Source: an optimization exercise on an open RTL-to-GDS flow (aim: small area and a short achievable clock period). Production flows keep margins and buffers that such runs may drop.
RTL that was checked went through simulation tests only; none was proved equivalent to the original.
Power and IR drop assume default switching activity.

07-13:
==> flow/design.v <==
package ex_bus_pkg;
    localparam int XLEN = 32;
    localparam int ADDR_W = 32;
    localparam int REG_ADDR_W = 5;
    localparam int BYTES_PER_WORD = XLEN / 8;
    typedef logic [XLEN-1:0] word_t;
    typedef logic [ADDR_W-1:0] addr_t;
    typedef logic [REG_ADDR_W-1:0] reg_addr_t;
    typedef logic [BYTES_PER_WORD-1:0] byte_sel_t;
    localparam int SHAMT_W = 5;
    localparam addr_t INST_STEP = 32'd4;
endpackage
package rv_isa_pkg;
    typedef logic [6:0] opcode_t;
    typedef logic [2:0] funct3_t;
    typedef logic [6:0] funct7_t;
    localparam int OPCODE_LSB = 0;
    localparam int OPCODE_W = 7;
    localparam int FUNCT3_LSB = 12;
    localparam int FUNCT3_W = 3;
    localparam int FUNCT7_LSB = 25;
    localparam int FUNCT7_W = 7;
    localparam int ALT_BIT = 30;
    localparam opcode_t OP_R = 7'b0110011;
    localparam opcode_t OP_I = 7'b0010011;
    localparam opcode_t OP_S = 7'b0100011;
    localparam opcode_t OP_L = 7'b0000011;
    localparam opcode_t OP_B = 7'b1100011;
    localparam opcode_t OP_LUI = 7'b0110111;
    localparam opcode_t OP_AUIPC = 7'b0010111;
    localparam opcode_t OP_JAL = 7'b1101111;
    localparam opcode_t OP_JALR = 7'b1100111;
    localparam funct7_t FUNCT7_ZERO = 7'b0000000;
    localparam funct7_t FUNCT7_ALT = 7'b0100000;
    localparam funct3_t FUNCT3_ADD_SUB = 3'b000;
    localparam funct3_t FUNCT3_SLL = 3'b001;
    localparam funct3_t FUNCT3_SLT = 3'b010;
    localparam funct3_t FUNCT3_SLTU = 3'b011;
    localparam funct3_t FUNCT3_XOR = 3'b100;
    localparam funct3_t FUNCT3_SRL_SRA = 3'b101;
    localparam funct3_t FUNCT3_OR = 3'b110;
    localparam funct3_t FUNCT3_AND = 3'b111;
    localparam funct3_t FUNCT3_BEQ = 3'b000;
    localparam funct3_t FUNCT3_BNE = 3'b001;
    localparam funct3_t FUNCT3_BLT = 3'b100;
    localparam funct3_t FUNCT3_BGE = 3'b101;
    localparam funct3_t FUNCT3_BLTU = 3'b110;
    localparam funct3_t FUNCT3_BGEU = 3'b111;
    localparam funct3_t FUNCT3_SB = 3'b000;
    localparam funct3_t FUNCT3_SH = 3'b001;
    localparam funct3_t FUNCT3_SW = 3'b010;
    localparam funct3_t FUNCT3_LB = 3'b000;
    localparam funct3_t FUNCT3_LH = 3'b001;
    localparam funct3_t FUNCT3_LW = 3'b010;
    localparam funct3_t FUNCT3_LBU = 3'b100;
    localparam funct3_t FUNCT3_LHU = 3'b101;
    typedef enum logic [3:0] {
        ALU,
        LUI,
        AUIPC,
        LOAD,
        STORE,
        BRANCH,
        JAL,
        JALR,
        NONE
    } op_class_t;
endpackage
module ex_top (
    input logic clk,
    input logic arst_n,
    input logic [31:0] pc,
    input logic [31:0] inst,
    input logic [31:0] reg1,
    input logic [31:0] reg2,
    input logic [31:0] imm,
    input logic [4:0] id_rd_addr,
    input logic id_rd_we,
    input logic [31:0] ram_rdata,
    output logic ram_req,
    output logic ram_we,
    output logic [3:0] ram_sel,
    output logic [31:0] ram_addr,
    output logic [31:0] ram_wdata,
    output logic [4:0] rd_addr,
    output logic [31:0] rd_wdata,
    output logic rd_we,
    output logic jump_flag,
    output logic [31:0] jump_addr
);
    logic [6:0] opc;
    logic [2:0] f3;
    logic alt;
    assign opc = inst[6:0];
    assign f3 = inst[14:12];
    assign alt = inst[30];
    logic is_r, r_ok, is_i, is_lui, is_auipc, is_ld, is_st, is_br, is_jal, is_jalr;
    logic valid;
    assign is_r = (opc == 7'b0110011);
    assign r_ok = is_r && (inst[29:25] == 5'b00000) && !inst[31];
    assign is_i = (opc == 7'b0010011);
    assign is_lui = (opc == 7'b0110111);
    assign is_auipc = (opc == 7'b0010111);
    assign is_ld = (opc == 7'b0000011);
    assign is_st = (opc == 7'b0100011);
    assign is_br = (opc == 7'b1100011);
    assign is_jal = (opc == 7'b1101111);
    assign is_jalr = (opc == 7'b1100111);
    assign valid = r_ok | is_i | is_lui | is_auipc | is_ld | is_st | is_br | is_jal | is_jalr;
    logic [31:0] maddr;
    assign maddr = reg1 + imm;
    logic sel_r1, sel_pc;
    logic [31:0] base, xsum;
    assign sel_r1 = !inst[4] && !inst[3] && (!inst[6] || inst[2]);
    assign sel_pc = (inst[4] && !inst[5]) || (inst[6] && !inst[2]) || inst[3];
    assign base = ({32{sel_r1}} & reg1) | ({32{sel_pc}} & pc);
    assign xsum = base + imm;
    logic [31:0] b, bx, ysum;
    logic sub, cout, lt_u, lt_s, eq;
    assign b = inst[5] ? reg2 : imm;
    assign sub = inst[6] | (!f3[2] & f3[1]) | (!f3[2] & !f3[1] & !f3[0] & inst[5] & alt);
    assign bx = b ^ {32{sub}};
    logic [31:0] yp, yg;
    logic [33:0] yfull;
    assign yp = reg1 ^ bx;
    assign yg = reg1 & bx;
    assign yfull = {1'b0, reg1, 1'b1} + {1'b0, bx, sub};
    assign ysum = yfull[32:1];
    assign cout = yfull[33];
    assign lt_u = !cout;
    assign lt_s = lt_u ^ reg1[31] ^ b[31];
    assign eq = &yp;
    logic [31:0] r1_rev, s0, s1, s2, s3, s4, s5, sr, sl;
    logic fill;
    logic [4:0] sh;
    always_comb begin
        for (int i = 0; i < 32; i++) r1_rev[i] = reg1[31-i];
    end
    assign sh = b[4:0];
    assign fill = f3[2] & alt & reg1[31];
    assign s0 = f3[2] ? reg1 : r1_rev;
    assign s1 = sh[0] ? {{1{fill}}, s0[31:1]} : s0;
    assign s2 = sh[1] ? {{2{fill}}, s1[31:2]} : s1;
    assign s3 = sh[2] ? {{4{fill}}, s2[31:4]} : s2;
    assign s4 = sh[3] ? {{8{fill}}, s3[31:8]} : s3;
    assign s5 = sh[4] ? {{16{fill}}, s4[31:16]} : s4;
    assign sr = s5;
    always_comb begin
        for (int i = 0; i < 32; i++) sl[i] = sr[31-i];
    end
    logic [31:0] alu;
    always_comb begin
        case (f3)
            3'b000: alu = ysum;
            3'b001: alu = sl;
            3'b010: alu = {31'd0, lt_s};
            3'b011: alu = {31'd0, lt_u};
            3'b100: alu = yp;
            3'b101: alu = sr;
            3'b110: alu = yp | yg;
            default: alu = yg;
        endcase
    end
    logic [1:0] a;
    logic [7:0] rbyte;
    logic [15:0] rhalf;
    logic [31:0] ld;
    assign a = maddr[1:0];
    assign rbyte = ram_rdata[a*8 +: 8];
    assign rhalf = a[1] ? ram_rdata[31:16] : ram_rdata[15:0];
    always_comb begin
        case (f3)
            3'b000: ld = {{24{rbyte[7]}}, rbyte};
            3'b100: ld = {24'd0, rbyte};
            3'b001: ld = a[0] ? 32'd0 : {{16{rhalf[15]}}, rhalf};
            3'b101: ld = a[0] ? 32'd0 : {16'd0, rhalf};
            3'b010: ld = ram_rdata;
            default: ld = 32'd0;
        endcase
    end
    logic cond, take;
    logic [31:0] link;
    assign cond = f3[2] ? ((f3[1] ? lt_u : lt_s) ^ f3[0]) : (!f3[1] & (eq ^ f3[0]));
    assign take = (is_br & cond) | is_jal | is_jalr;
    assign link = {pc[31:2] + 30'd1, pc[1:0]};
    logic use_alu, use_x, use_ld, use_link;
    logic [31:0] result;
    assign use_alu = inst[4] & !inst[2];
    assign use_x = inst[4] & inst[2];
    assign use_ld = !inst[4] & !inst[6] & !inst[5];
    assign use_link = inst[6] & inst[2];
    assign result = ({32{use_alu}} & alu) | ({32{use_x}} & xsum)
                  | ({32{use_ld}} & ld) | ({32{use_link}} & link);
    logic st_ok, ld_ok, sb, sh_, sw;
    assign st_ok = is_st & !f3[2] & !(f3[1] & f3[0]);
    assign ld_ok = is_ld & !(f3[1] & (f3[0] | f3[2]));
    assign ram_req = st_ok | ld_ok;
    assign ram_we = st_ok;
    assign ram_addr = maddr;
    assign sb = !f3[1] & !f3[0];
    assign sh_ = f3[0];
    assign sw = f3[1];
    assign ram_sel[0] = sw | (!a[1] & !a[0]);
    assign ram_sel[1] = sw | (sb & !a[1] & a[0]) | (sh_ & !a[1] & !a[0]);
    assign ram_sel[2] = sw | (a[1] & !a[0]);
    assign ram_sel[3] = sw | (sb & a[1] & a[0]) | (sh_ & a[1] & !a[0]);
    assign ram_wdata[7:0] = reg2[7:0];
    assign ram_wdata[15:8] = sb ? reg2[7:0] : reg2[15:8];
    assign ram_wdata[23:16] = sw ? reg2[23:16] : reg2[7:0];
    assign ram_wdata[31:24] = sw ? reg2[31:24] : (sh_ ? reg2[15:8] : reg2[7:0]);
    always_ff @(posedge clk or negedge arst_n) begin
        if (!arst_n) begin
            rd_we <= 1'b0;
            jump_flag <= 1'b0;
        end else begin
            rd_we <= id_rd_we && valid;
            jump_flag <= take;
        end
    end
    always_ff @(posedge clk) begin
        rd_addr <= id_rd_addr;
        rd_wdata <= result;
        jump_addr <= {xsum[31:1], xsum[0] & !(inst[2] & !inst[3])};
    end
endmodule
export LEC_CHECK = 0
export CAP_MARGIN = 20
export CORE_MARGIN = 2
export CORE_UTILIZATION = 40
export SETUP_SLACK_MARGIN = 1.0
export SLEW_MARGIN = 20
create_clock -name core_clock -period 6.5 [get_ports {clk}]
standard.sh (not shown) runs the stock make flow with config.mk's settings and CLKGATE_MAP_FILE= SYNTH_SCRIPT=/design/flow/synth_recipe.tcl, a recipe that flattens the netlist after the stock synthesis.
==> flow/flow/run.sh <==
#!/bin/bash
# Standard layout, with the port buffers made from the smallest plain buffer.
cp standard.sh standard_sh_copy.txt
cp config.mk config_mk_copy.txt
export BUFFER_PORTS_ARGS="-buffer_cell sky130_fd_sc_hd__buf_1"
bash standard.sh > standard.log 2>&1
07-13 | stages: all done | timing, DRC, antenna: all pass
Here is what was changed in the inputs of 07-20 compared with 07-13.
--- a/flow/design.v
+++ b/flow/design.v
@@ -113,21 +113,25 @@
     logic [31:0] base, xsum;
     assign sel_r1 = !inst[4] && !inst[3] && (!inst[6] || inst[2]);
     assign sel_pc = (inst[4] && !inst[5]) || (inst[6] && !inst[2]) || inst[3];
     assign base = ({32{sel_r1}} & reg1) | ({32{sel_pc}} & pc);
-    assign xsum = base + imm;
+    logic [31:0] xp, xg, xc;
+    assign xp = base ^ imm;
+    assign xg = base & imm;
+    ex_prefix u_xpfx (.p(xp), .g(xg), .c(xc));
+    assign xsum = xp ^ {xc[30:0], 1'b0};
     logic [31:0] b, bx, ysum;
     logic sub, cout, lt_u, lt_s, eq;
     assign b = inst[5] ? reg2 : imm;
     assign sub = inst[6] | (!f3[2] & f3[1]) | (!f3[2] & !f3[1] & !f3[0] & inst[5] & alt);
     assign bx = b ^ {32{sub}};
-    logic [31:0] yp, yg;
-    logic [33:0] yfull;
+    logic [31:0] yp, yg, yg0, yc;
     assign yp = reg1 ^ bx;
     assign yg = reg1 & bx;
-    assign yfull = {1'b0, reg1, 1'b1} + {1'b0, bx, sub};
-    assign ysum = yfull[32:1];
-    assign cout = yfull[33];
+    assign yg0 = {yg[31:1], yg[0] | (yp[0] & sub)};
+    ex_prefix u_ypfx (.p(yp), .g(yg0), .c(yc));
+    assign ysum = yp ^ {yc[30:0], sub};
+    assign cout = yc[31];
     assign lt_u = !cout;
     assign lt_s = lt_u ^ reg1[31] ^ b[31];
     assign eq = &yp;
     logic [31:0] r1_rev, s0, s1, s2, s3, s4, s5, sr, sl;
@@ -222,4 +226,28 @@
         rd_wdata <= result;
         jump_addr <= {xsum[31:1], xsum[0] & !(inst[2] & !inst[3])};
     end
 endmodule
+module ex_prefix (
+    input logic [31:0] p,
+    input logic [31:0] g,
+    output logic [31:0] c
+);
+    logic [31:0] gg, pp, gn, pn;
+    always_comb begin
+        gg = g;
+        pp = p;
+        for (int l = 0; l < 5; l++) begin
+            gn = gg;
+            pn = pp;
+            for (int i = 0; i < 32; i++) begin
+                if (((i >> l) & 1) == 1) begin
+                    gn[i] = gg[i] | (pp[i] & gg[((i >> l) << l) - 1]);
+                    pn[i] = pp[i] & pp[((i >> l) << l) - 1];
+                end
+            end
+            gg = gn;
+            pp = pn;
+        end
+        c = gg;
+    end
+endmodule
Findings:
Summary of 07-20 over 07-13: buffers inserted during post-CTS setup optimization moved up, area occupied by registers level. Going from 07-13 to 07-20, largest stage delay on the critical path decreased by 0.02 ns relative to the old numbers, final period demand of the worst path increased by 0.0057 ns relative to the old numbers, utilization increased by 0.71 points relative to the old numbers, relative slew slack decreased by 2.3 points relative to the old numbers. Relative to 07-13, global-route total usage across every layer has decreased by 0.60 points in 07-20. Relative to 07-13, final wirelength has gone down in 07-20. Summary of 07-20 over 07-13: final total power now smaller, cell count after synthesis decreased by 244 relative to the old numbers, count of buffers not belonging to the clock network in the layout saw an increase, count of antenna diodes in the layout shows a reduction of 1. Summary of the comparison: count of cell types in the netlist is higher in 07-20, relative to 07-13. Against 07-13, worst supply voltage drop on vdd in 07-20 fell by more than 10%.
No functional check of the RTL was part of any run of this note.

---

Another version of the RTL of ex_top (not shown whole).
Size: about 2,400 cells after synthesis, ~71 flip-flops, ~340 I/O pins, ~13,000 µm² of cells after synthesis.
clock: 6.5 ns
lec_check: 0
abc_area: 1
cap_margin: 20
core_margin: 2
core_utilization: 40
setup_slack_margin: 2.0
slew_margin: 20
Scripts as last shown in full above: flow/flow/run.sh
Next try:
--- a/flow/design.v
+++ b/flow/design.v
@@ -181,25 +181,38 @@
         endcase
     end
     assign rhalf[7:0] = rbyte;
     assign rhalf[15:8] = a[1] & ld_h ? ram_rdata[31:24] : ram_rdata[15:8];
     assign ld_sbit = ld_sgn & (ld_b ? rbyte[7] : rhalf[15]);
     assign ld[7:0] = {8{lv_ok}} & rbyte;
     assign ld[15:8] = ld_b ? {8{lv_ok & ld_sbit}} : ({8{lv_ok}} & rhalf[15:8]);
     assign ld[31:16] = ld_w ? ram_rdata[31:16] : {16{lv_ok & ld_sbit}};
     logic cond, take;
     logic [31:0] link;
     assign cond = f3[2] ? ((f3[1] ? lt_u : lt_s) ^ f3[0]) : (!f3[1] & (eq ^ f3[0]));
     assign take = (is_br & cond) | is_jal | is_jalr;
-    assign link = {pc[31:2] + 30'd1, pc[1:0]};
+    logic [29:0] inc_all;
+    always_comb begin
+        logic [29:0] t, tn;
+        t = pc[31:2];
+        for (int l = 0; l < 5; l++) begin
+            tn = t;
+            for (int i = 0; i < 30; i++) begin
+                if (((i >> l) & 1) == 1) tn[i] = t[i] & t[((i >> l) << l) - 1];
+            end
+            t = tn;
+        end
+        inc_all = t;
+    end
+    assign link = {pc[31:2] ^ {inc_all[28:0], 1'b1}, pc[1:0]};
     logic use_alu, use_x, use_ld, use_link;
     logic [31:0] result;
     assign use_alu = inst[4] & !inst[2];
     assign use_x = inst[4] & inst[2];
     assign use_ld = !inst[4] & !inst[6] & !inst[5];
     assign use_link = inst[6] & inst[2];
     logic s_sum, s_sl, s_sr, s_lg, s_slt;
     assign s_sum = use_alu & (f3 == 3'b000);
     assign s_sl = use_alu & (f3 == 3'b001);
     assign s_sr = use_alu & (f3 == 3'b101);
     assign s_lg = use_alu & f3[2] & (f3[1] | !f3[0]);
     assign s_slt = use_alu & !f3[2] & f3[1];
Outcome: The changed run completed without violations; cell area drops slightly; routed wire length goes down by a few percent; via count went down by a few percent; sequential cell count does not change; core utilization is lower by 0.13 points; power fell slightly; non-clock buffer count is higher by 6; cell count went down slightly; count of clock-buffer cells in the layout went up by 1; fmax barely changes; clock power went up by a few percent; synthesized cell count fell by a few percent.

---

oak:
Another version of the RTL of ex_top (not shown whole).
Size: ~1,500 cells after synthesis, about 71 flip-flops, roughly 340 I/O pins, roughly 12,000 sq um of cells after synthesis.
==> module ex_top, before the edit <==
module ex_top (
    input logic clk,
    input logic arst_n,
    input logic [31:0] pc,
    input logic [31:0] inst,
    input logic [31:0] reg1,
    input logic [31:0] reg2,
    input logic [31:0] imm,
    input logic [4:0] id_rd_addr,
    input logic id_rd_we,
    input logic [31:0] ram_rdata,
    output logic ram_req,
    output logic ram_we,
    output logic [3:0] ram_sel,
    output logic [31:0] ram_addr,
    output logic [31:0] ram_wdata,
    output logic [4:0] rd_addr,
    output logic [31:0] rd_wdata,
    output logic rd_we,
    output logic jump_flag,
    output logic [31:0] jump_addr
);
    logic [6:0] opc;
    logic [2:0] f3;
    logic alt;
    assign opc = inst[6:0];
    assign f3 = inst[14:12];
    assign alt = inst[30];
    logic is_r, r_ok, is_i, is_lui, is_auipc, is_ld, is_st, is_br, is_jal, is_jalr;
    logic valid;
    assign is_r = (opc == 7'b0110011);
    assign r_ok = is_r && (inst[29:25] == 5'b00000) && !inst[31];
    assign is_i = (opc == 7'b0010011);
    assign is_lui = (opc == 7'b0110111);
    assign is_auipc = (opc == 7'b0010111);
    assign is_ld = (opc == 7'b0000011);
    assign is_st = (opc == 7'b0100011);
    assign is_br = (opc == 7'b1100011);
    assign is_jal = (opc == 7'b1101111);
    assign is_jalr = (opc == 7'b1100111);
    assign valid = r_ok | is_i | is_lui | is_auipc | is_ld | is_st | is_br | is_jal | is_jalr;
    logic [31:0] maddr;
    assign maddr = reg1 + imm;
    logic sel_r1, sel_pc;
    logic [31:0] base, xsum;
    assign sel_r1 = !inst[4] && !inst[3] && (!inst[6] || inst[2]);
    assign sel_pc = (inst[4] && !inst[5]) || (inst[6] && !inst[2]) || inst[3];
    assign base = ({32{sel_r1}} & reg1) | ({32{sel_pc}} & pc);
    logic [31:0] xp, xg, xc;
    assign xp = base ^ imm;
    assign xg = base & imm;
    ex_prefix u_xpfx (.p(xp), .g(xg), .c(xc));
    assign xsum = xp ^ {xc[30:0], 1'b0};
    logic [31:0] b, bx, ysum;
    logic sub, cout, lt_u, lt_s, eq;
    assign b = inst[5] ? reg2 : imm;
    assign sub = inst[6] | (!f3[2] & f3[1]) | (!f3[2] & !f3[1] & !f3[0] & inst[5] & alt);
    assign bx = b ^ {32{sub}};
    logic [31:0] yp, yg, yg0, yc;
    assign yp = reg1 ^ bx;
    assign yg = reg1 & bx;
    assign yg0 = {yg[31:1], yg[0] | (yp[0] & sub)};
    ex_prefix u_ypfx (.p(yp), .g(yg0), .c(yc));
    assign ysum = yp ^ {yc[30:0], sub};
    assign cout = yc[31];
    assign lt_u = !cout;
    assign lt_s = lt_u ^ reg1[31] ^ b[31];
    assign eq = &yp;
    logic [31:0] r1_rev, s0, s1, s2, s3, s4, s5, sr, sl;
    logic fill;
    logic [4:0] sh;
    always_comb begin
        for (int i = 0; i < 32; i++) r1_rev[i] = reg1[31-i];
    end
    assign sh = b[4:0];
    assign fill = f3[2] & alt & reg1[31];
    assign s0 = f3[2] ? reg1 : r1_rev;
    assign s1 = sh[0] ? {{1{fill}}, s0[31:1]} : s0;
    assign s2 = sh[1] ? {{2{fill}}, s1[31:2]} : s1;
    assign s3 = sh[2] ? {{4{fill}}, s2[31:4]} : s2;
    assign s4 = sh[3] ? {{8{fill}}, s3[31:8]} : s3;
    assign s5 = sh[4] ? {{16{fill}}, s4[31:16]} : s4;
    assign sr = s5;
    always_comb begin
        for (int i = 0; i < 32; i++) sl[i] = sr[31-i];
    end
    logic [31:0] lg;
    assign lg = (yp & {32{!(f3[1] & f3[0])}}) | (yg & {32{f3[1]}});
    logic [1:0] a;
    logic [7:0] rbyte;
    logic [15:0] rhalf;
    logic [31:0] ld;
    assign a = maddr[1:0];
    assign rbyte = ram_rdata[a*8 +: 8];
    assign rhalf = a[1] ? ram_rdata[31:16] : ram_rdata[15:0];
    always_comb begin
        case (f3)
            3'b000: ld = {{24{rbyte[7]}}, rbyte};
            3'b100: ld = {24'd0, rbyte};
            3'b001: ld = a[0] ? 32'd0 : {{16{rhalf[15]}}, rhalf};
            3'b101: ld = a[0] ? 32'd0 : {16'd0, rhalf};
            3'b010: ld = ram_rdata;
            default: ld = 32'd0;
        endcase
    end
    logic cond, take;
    logic [31:0] link;
    assign cond = f3[2] ? ((f3[1] ? lt_u : lt_s) ^ f3[0]) : (!f3[1] & (eq ^ f3[0]));
    assign take = (is_br & cond) | is_jal | is_jalr;
    assign link = {pc[31:2] + 30'd1, pc[1:0]};
    logic use_alu, use_x, use_ld, use_link;
    logic [31:0] result;
    assign use_alu = inst[4] & !inst[2];
    assign use_x = inst[4] & inst[2];
    assign use_ld = !inst[4] & !inst[6] & !inst[5];
    assign use_link = inst[6] & inst[2];
    logic s_sum, s_sl, s_sr, s_lg, s_slt;
    assign s_sum = use_alu & (f3 == 3'b000);
    assign s_sl = use_alu & (f3 == 3'b001);
    assign s_sr = use_alu & (f3 == 3'b101);
    assign s_lg = use_alu & f3[2] & (f3[1] | !f3[0]);
    assign s_slt = use_alu & !f3[2] & f3[1];
    assign result = ({32{s_sum}} & ysum) | ({32{s_sl}} & sl) | ({32{s_sr}} & sr)
                  | ({32{s_lg}} & lg) | {31'd0, s_slt & (f3[0] ? lt_u : lt_s)}
                  | ({32{use_x}} & xsum) | ({32{use_ld}} & ld) | ({32{use_link}} & link);
    logic st_ok, ld_ok, sb, sh_, sw;
    assign st_ok = is_st & !f3[2] & !(f3[1] & f3[0]);
    assign ld_ok = is_ld & !(f3[1] & (f3[0] | f3[2]));
    assign ram_req = st_ok | ld_ok;
    assign ram_we = st_ok;
    assign ram_addr = maddr;
    assign sb = !f3[1] & !f3[0];
    assign sh_ = f3[0];
    assign sw = f3[1];
    assign ram_sel[0] = sw | (!a[1] & !a[0]);
    assign ram_sel[1] = sw | (sb & !a[1] & a[0]) | (sh_ & !a[1] & !a[0]);
    assign ram_sel[2] = sw | (a[1] & !a[0]);
    assign ram_sel[3] = sw | (sb & a[1] & a[0]) | (sh_ & a[1] & !a[0]);
    assign ram_wdata[7:0] = reg2[7:0];
    assign ram_wdata[15:8] = sb ? reg2[7:0] : reg2[15:8];
    assign ram_wdata[23:16] = sw ? reg2[23:16] : reg2[7:0];
    assign ram_wdata[31:24] = sw ? reg2[31:24] : (sh_ ? reg2[15:8] : reg2[7:0]);
    always_ff @(posedge clk or negedge arst_n) begin
        if (!arst_n) begin
            rd_we <= 1'b0;
            jump_flag <= 1'b0;
        end else begin
            rd_we <= id_rd_we && valid;
            jump_flag <= take;
        end
    end
    always_ff @(posedge clk) begin
        rd_addr <= id_rd_addr;
        rd_wdata <= result;
        jump_addr <= {xsum[31:1], xsum[0] & !(inst[2] & !inst[3])};
    end
endmodule
==> flow/config.mk <==
export PLATFORM = sky130hd
export DESIGN_NAME = ex_top
export DESIGN_NICKNAME = ex_top
export VERILOG_FILES = /design/flow/design.v
export SDC_FILE = /design/flow/constraint.sdc
export NUM_CORES = 4
export LEC_CHECK = 0
export CAP_MARGIN = 20
export CORE_MARGIN = 2
export CORE_UTILIZATION = 40
export SETUP_SLACK_MARGIN = 1.0
export SLEW_MARGIN = 20
==> flow/constraint.sdc <==
create_clock -name core_clock -period 6.5 [get_ports {clk}]
set_input_delay 1.3000 -clock core_clock [delete_from_list [all_inputs] [get_ports {clk}]]
set_output_delay 1.3000 -clock core_clock [all_outputs]
set_load 0.01 [all_outputs]
Scripts as last shown in full above: flow/flow/run.sh
Inputs modified between oak and pine:
-- flow/design.v --
<<< oak, line 153
        for (int i = 0; i < 32; i++) sl[i] = sr[31-i];
    end
    logic [31:0] lg;
    assign lg = (yp & {32{!(f3[1] & f3[0])}}) | (yg & {32{f3[1]}});
    logic [1:0] a;
    logic [7:0] rbyte;
>>> pine, line 153
        for (int i = 0; i < 32; i++) sl[i] = sr[31-i];
    end
    logic [31:0] alu;
    always_comb begin
        case (f3)
            3'b000: alu = ysum;
            3'b001: alu = sl;
            3'b010: alu = {31'd0, lt_s};
            3'b011: alu = {31'd0, lt_u};
            3'b100: alu = yp;
            3'b101: alu = sr;
            3'b110: alu = yp | yg;
            default: alu = yg;
        endcase
    end
    logic [1:0] a;
    logic [7:0] rbyte;
<<< oak, line 183
    assign use_ld = !inst[4] & !inst[6] & !inst[5];
    assign use_link = inst[6] & inst[2];
    logic s_sum, s_sl, s_sr, s_lg, s_slt;
    assign s_sum = use_alu & (f3 == 3'b000);
    assign s_sl = use_alu & (f3 == 3'b001);
    assign s_sr = use_alu & (f3 == 3'b101);
    assign s_lg = use_alu & f3[2] & (f3[1] | !f3[0]);
    assign s_slt = use_alu & !f3[2] & f3[1];
    assign result = ({32{s_sum}} & ysum) | ({32{s_sl}} & sl) | ({32{s_sr}} & sr)
                  | ({32{s_lg}} & lg) | {31'd0, s_slt & (f3[0] ? lt_u : lt_s)}
                  | ({32{use_x}} & xsum) | ({32{use_ld}} & ld) | ({32{use_link}} & link);
    logic st_ok, ld_ok, sb, sh_, sw;
    assign st_ok = is_st & !f3[2] & !(f3[1] & f3[0]);
>>> pine, line 194
    assign use_ld = !inst[4] & !inst[6] & !inst[5];
    assign use_link = inst[6] & inst[2];
    assign result = ({32{use_alu}} & alu) | ({32{use_x}} & xsum)
                  | ({32{use_ld}} & ld) | ({32{use_link}} & link);
    logic st_ok, ld_ok, sb, sh_, sw;
    assign st_ok = is_st & !f3[2] & !(f3[1] & f3[0]);
==> results.txt <==
Any difference in utilization after layout between oak and pine is small enough to ignore.
Relative to oak, the die boundary width measured on pine has increased by a few percent.
Compared oak against pine; met3 routing resource usage after global routing within noise.
Between oak and pine, final worst slack is higher for oak, pine comes in under that.
Summary of pine over oak: worst hold slack went up 0.0086 ns, number of nets in the layout went up about 15%, via density per instance went up 1.0%.
Going from oak to pine, share of cell area taken by muxes after synthesis shrinks by 5.7 points.
Per the comparison of pine with oak, mean cell area of the mapped netlist fell about 7.5%; area of the die rose 3100 sq um.
No functional check of the RTL was part of pine.

separate check: timing with driven ports:
Ports are ideal in the flow. The routed layouts listed here were re-timed in OpenROAD.
Step 1, drivers: a clkbuf_16 drives clk and a buf_2 each remaining input, both assumed.
Step 2 moves the port delays by t, midway between the first and last clock arrival at a register: inputs arrive t later, outputs are due t later. That takes back most of the time a late clock gives input paths.
a / b / c = no drivers / after step 1 / after step 2; a / b = the first two.
| run | t (ns) | setup WS [ns] | latest minus earliest clock arrival (ns) | slew at the worst register clock pin (ns) | worst slew at a driven data input, ns |
|---|---|---|---|---|---|
| 07-13 | 0.436 | 1.055 / 1.027 / 0.673 | 0.018 / 0.018 | 0.08 / 0.08 | 0.09 |
| 07-20 | 0.413 | 1.049 / 1.028 / 0.794 | 0.016 / 0.016 | 0.07 / 0.07 | 0.08 |
| the first run of note 2 | 0.436 | 2.051 / 1.992 / 1.687 | 0.023 / 0.024 | 0.09 / 0.09 | 0.06 |
| the second run of note 2 | 0.442 | 2.042 / 2.021 / 1.681 | 0.022 / 0.022 | 0.08 / 0.08 | 0.09 |
| oak | 0.417 | 1.045 / 1.019 / 0.741 | 0.013 / 0.013 | 0.08 / 0.08 | 0.05 |
| pine | 0.401 | 1.031 / 1.006 / 0.811 | 0.010 / 0.010 | 0.06 / 0.06 | 0.06 |
After both steps every run listed still meets setup and hold. The setup slack of 07-13, which loses most, moves by -0.028 ns with the drivers and by -0.382 ns with both steps.
